Source: an optimization exercise on an open RTL-to-GDS flow (aim: a short achievable clock period). Production flows keep margins and buffers that such runs may drop. The RTL was checked by simulation tests, not by an equivalence proof against the original design. Power is estimated from default activity; no workload was simulated.

exp/raven:
// mipsCore
module mipsCore #(
    parameter logic [31:0] RESET_PC = 32'h0000_3000
) (
    input  logic          clk,
    input  logic          arstN,
    output logic [31:0]   pc,
    input  logic [31:0]   instr,
    output logic [31:0]   memAddr,
    output logic [31:0]   memWdata,
    output logic          memWe,
    input  logic [31:0]   memRdata,
    output logic          regWe,
    output logic [4:0]    regWaddr,
    output logic [31:0]   regWdata
);
    logic [5:0]  op;
    logic [4:0]  rs, rt, rd;
    logic [5:0]  fn;
    logic [15:0] imm;
    assign op  = instr[31:26];
    assign rs  = instr[25:21];
    assign rt  = instr[20:16];
    assign rd  = instr[15:11];
    assign fn  = instr[5:0];
    assign imm = instr[15:0];
    logic isR, isAdd, isSub, isJr, isOri, isLui, isLw, isSw, isBeq, isJal;
    assign isR   = (op == 6'b000000);
    assign isAdd = isR && (fn == 6'b100000);
    assign isSub = isR && (fn == 6'b100010);
    assign isJr  = isR && (fn == 6'b001000);
    assign isOri = (op == 6'b001101);
    assign isLui = (op == 6'b001111);
    assign isLw  = (op == 6'b100011);
    assign isSw  = (op == 6'b101011);
    assign isBeq = (op == 6'b000100);
    assign isJal = (op == 6'b000011);
    logic selSub, selOrLo, selOrHi, selAddImm, selAddRt;
    assign selSub    = isSub || isBeq;
    assign selOrLo   = isOri;
    assign selOrHi   = isLui;
    assign selAddImm = isLw || isSw;
    assign selAddRt  = !(selSub || selOrLo || selOrHi || selAddImm);
    logic [31:0]      regs [1:31];
    logic [31*32-1:0] regsFlat;
    logic [31:0]      rsData, rtData;
    for (genvar i = 1; i < 32; i++) begin : gFlat
        assign regsFlat[(i-1)*32 +: 32] = regs[i];
    end
    logic [31:0] rsF, rtF;
    regRead uRsRead (.addr(rs), .regsFlat(regsFlat), .dataF(rsF), .dataS(rsData));
    regRead uRtRead (.addr(rt), .regsFlat(regsFlat), .dataF(rtF), .dataS(rtData));
    logic [31:0] sImm;
    assign sImm = {{16{imm[15]}}, imm};
    logic        selSum;
  ...
Size: roughly 6100 cells after synthesis, roughly 200 I/O pins.
Settings: LEC_CHECK=0, CAP_MARGIN=20, CORE_MARGIN=2, CORE_UTILIZATION=40, GPL_ROUTABILITY_DRIVEN=0, SETUP_SLACK_MARGIN=5, SLEW_MARGIN=20, SYNTH_HIERARCHICAL=1; clock period 13.0 ns.
run.sh (not shown) runs the stock make flow with config.mk's settings and CLKGATE_MAP_FILE= SYNTH_SCRIPT=/design/flow/synth_recipe.tcl, a recipe that flattens the netlist after the stock synthesis.
Input changes introduced in exp/umber (baseline for comparison: exp/raven):
- GPL_ROUTABILITY_DRIVEN: 0 -> unset
- PLACE_DENSITY: unset -> 0.7
- CORE_UTILIZATION: 40 -> 60
--- outcome ---
exp/umber reached the final stage; the timing, design-rule and antenna checks on its layout passed.
Going from exp/raven to exp/umber, power density of the placed cells grew slightly.
Changes observed in exp/umber relative to exp/raven: die height went down by about 18%; initial antenna violation count went down by 1.
--- input diff exp/umber..exp/amber ---
- CORE_UTILIZATION now 40, was 60
- PLACE_DENSITY no longer set, was 0.7
==> flow/flow/run.sh (new file) <==
#!/bin/bash
# The standard layout (standard.sh: standard synthesis, floorplan, place,
# CTS, route), with one change: the port buffers that placement inserts on
# every input and output are sky130_fd_sc_hd__buf_12 instead of the default
# pick (a delay cell, clkdlybuf4s50_1). Make's full output goes to
# standard_flow.log; each ORFS step also keeps its own log under orfs/logs/.
set -euo pipefail
bash standard.sh "BUFFER_PORTS_ARGS=-buffer_cell sky130_fd_sc_hd__buf_12" finish > standard_flow.log 2>&1
==> flow/standard.sh (new file) <==
#!/bin/bash
# synth_recipe.tcl (not shown) runs the flow's synth.tcl, then flattens the netlist and writes it again
# the make line also repeats each setting of config.mk as NAME=value (left out here)
make -C /OpenROAD-flow-scripts/flow DESIGN_CONFIG=/design/flow/config.mk WORK_HOME=/design/flow/orfs CLKGATE_MAP_FILE= SYNTH_SCRIPT=/design/flow/synth_recipe.tcl "${@:-finish}"
removed: flow/run.sh
### Flow results
- Both conditions hold for exp/amber: the flow ran to the end and the final layout passed the timing, design-rule and antenna checks.
- On largest voltage drop on the vdd net, the lower figure sits with exp/amber, not exp/umber.
- Cmp exp/amber vs exp/umber: first-pass GRT wire length higher in exp/amber
- exp/amber against exp/umber: critical path depth dropped 1; combinational group share of total power climbed 1.0 points; final cell count climbed 8.3%.
- Area: exp/amber vs exp/umber -> exp/amber larger
- Looking only at final period demand of the worst path, and setting everything else aside, the higher value of exp/umber and exp/amber goes to exp/umber.
- exp/amber does worse than exp/umber on die area.
- Comparing largest net degree at the start of global routing for exp/umber and exp/amber, the bigger number came from exp/amber.
Modified inputs, exp/fjord compared to exp/amber
- an added PLACE_DENSITY of 0.55
- a change of CORE_UTILIZATION from 40 to 32
==> flow/flow/run.sh <==
#!/bin/bash
# The standard layout (standard.sh: standard synthesis, floorplan, place,
# CTS, route), with one change: the port buffers that placement inserts on
# every input and output are sky130_fd_sc_hd__buf_16 instead of the default
# pick (a delay cell, clkdlybuf4s50_1). Make's full output goes to
# standard_flow.log; each ORFS step also keeps its own log under orfs/logs/.
set -euo pipefail
bash standard.sh "BUFFER_PORTS_ARGS=-buffer_cell sky130_fd_sc_hd__buf_16" finish > standard_flow.log 2>&1
--- outcome ---
exp/fjord: PASS, flow complete, no timing, DRC or antenna violations. Taking exp/amber as the reference, in exp/fjord sequential power share shows a reduction of 0.8 points, insertion delay to the later sink of the worst-skew pair neither gained nor lost much. exp/fjord vs. exp/amber: final cycle utilization of the critical path went up by 1.0 points. exp/fjord: minimum clock period is 0.13 ns higher than what exp/amber reported. exp/fjord does worse than exp/amber on clock skew. Comparing wire length of the first global-routing pass for exp/amber and exp/fjord, the smaller number came from exp/amber. Per the comparison of exp/fjord with exp/amber, global-route total usage across every layer now sits lower; multi-input combinational cell count about even.

Setup of pepper:
mipsCore again, from the RTL that the note above started with.
==> flow/config.mk <==
export PLATFORM = sky130hd
export DESIGN_NAME = mipsCore
export DESIGN_NICKNAME = mipsCore
export VERILOG_FILES = /design/flow/design.v
export SDC_FILE = /design/flow/constraint.sdc
export NUM_CORES = 4
export LEC_CHECK = 0
export CAP_MARGIN = 20
export CORE_MARGIN = 2
export CORE_UTILIZATION = 40
export SETUP_SLACK_MARGIN = 5
export SLEW_MARGIN = 20
export SYNTH_HIERARCHICAL = 1
==> flow/constraint.sdc <==
create_clock -name core_clock -period 13.0 [get_ports {clk}]
set_input_delay 2.6000 -clock core_clock [delete_from_list [all_inputs] [get_ports {clk}]]
set_output_delay 2.6000 -clock core_clock [all_outputs]
set_load 0.01 [all_outputs]
Stock flow here: none of the scripts above is used.
pepper went all the way through the flow, and no timing, DRC or antenna check failed.
Changes in zinc relative to pepper:
==> flow/flow/run.sh (new file) <==
#!/bin/bash
# The standard layout (standard.sh: standard synthesis, floorplan, place,
# CTS, route), with one change: the port buffers that placement inserts on
# every input and output are sky130_fd_sc_hd__buf_16 instead of the default
# pick (a delay cell, clkdlybuf4s50_1). Make's full output goes to
# standard_flow.log; each ORFS step also keeps its own log under orfs/logs/.
set -euo pipefail
bash standard.sh "BUFFER_PORTS_ARGS=-buffer_cell sky130_fd_sc_hd__buf_16" finish > standard_flow.log 2>&1
==> flow/standard.sh (new file) <==
#!/bin/bash
# synth_recipe.tcl (not shown) runs the flow's synth.tcl, then flattens the netlist and writes it again
# the make line also repeats each setting of config.mk as NAME=value (left out here)
make -C /OpenROAD-flow-scripts/flow DESIGN_CONFIG=/design/flow/config.mk WORK_HOME=/design/flow/orfs CLKGATE_MAP_FILE= SYNTH_SCRIPT=/design/flow/synth_recipe.tcl "${@:-finish}"
removed: flow/run.sh
==> comparison <==
- Wire length up 2.1% in zinc wrt pepper
- As far as flip-flop and latch count goes, pepper and zinc are indistinguishable; the numbers are identical.
- In the metrics for pepper and zinc, the one carrying the higher count of routing violations after the opening detailed-route iteration is pepper.
- On portion of total power attributed to the clock network: between pepper and zinc, it ends up higher for pepper.
Relative to zinc, the following input files were edited for maple:
==> flow/flow/run.sh <==
#!/bin/bash
# The standard layout (standard.sh: standard synthesis, floorplan, place,
# CTS, route), with one change: the port buffers that placement inserts on
# every input and output are sky130_fd_sc_hd__buf_6 instead of the default
# pick (a delay cell, clkdlybuf4s50_1). Make's full output goes to
# standard_flow.log; each ORFS step also keeps its own log under orfs/logs/.
set -euo pipefail
bash standard.sh "BUFFER_PORTS_ARGS=-buffer_cell sky130_fd_sc_hd__buf_6" finish > standard_flow.log 2>&1
[summary]
| buffering overhead | maple vs zinc | 3.2 points lower |
Re sum of internal, switching and leakage power: zinc was higher than maple.
Of maple and zinc, it is maple that has the lower final wirelength.
Global-route wire length before repair improves in maple relative to zinc.
Diff zinc and maple: number of inserted filler cells in the final layout higher in maple
[diff] switching component of the power, maple relative to zinc: improvement
Power per cell area of maple is on par with zinc.
Measured against each other, zinc and maple differ in design area, the lower figure coming from maple.
maple — clock buffer instance count of the final layout about 7% lower, zinc as reference

==> afterwards: timing with drivers on the ports <==
The results above use ideal ports. As a check the final layouts listed here were re-extracted and re-timed, cells and wires unchanged. Step 1, drivers: a clkbuf_16 drives clk and a buf_2 each remaining input, both assumed. Step 2 times the ports against the registers' clock, not the clock port: input delays grow and output delays shrink by t, the midpoint of the rising clock arrivals with the driver on. Slacks: no drivers / after step 1 / after step 2; pairs: no drivers / after step 1.
| run | t (ns) | setup slack, ns | worst setup path at the end | worst register clock-pin slew, ns | cell pins on the clock port's net |
|---|---|---|---|---|---|
| exp/raven | 0.865 | 4.052 / 3.612 / 3.612 | input to output | 0.07 / 0.07 | 1 |
| exp/umber | 0.827 | 4.018 / 3.567 / 3.567 | input to output | 0.07 / 0.07 | 1 |
| exp/amber | 0.867 | 4.269 / 3.579 / 3.573 | input to register | 0.07 / 0.07 | 1 |
| exp/fjord | 0.871 | 4.137 / 3.299 / 3.299 | input to output | 0.07 / 0.07 | 1 |
| pepper | 0.848 | 4.258 / 3.786 / 3.746 | input to register | 0.07 / 0.07 | 1 |
| zinc | 0.862 | 4.333 / 3.654 / 3.654 | input to output | 0.08 / 0.08 | 1 |
| maple | 0.860 | 4.227 / 3.737 / 3.737 | input to output | 0.07 / 0.07 | 1 |
After both steps setup and hold are still met in every run listed. The setup slack of exp/fjord, which loses most, moves by -0.838 ns with the drivers and by -0.838 ns with both steps.
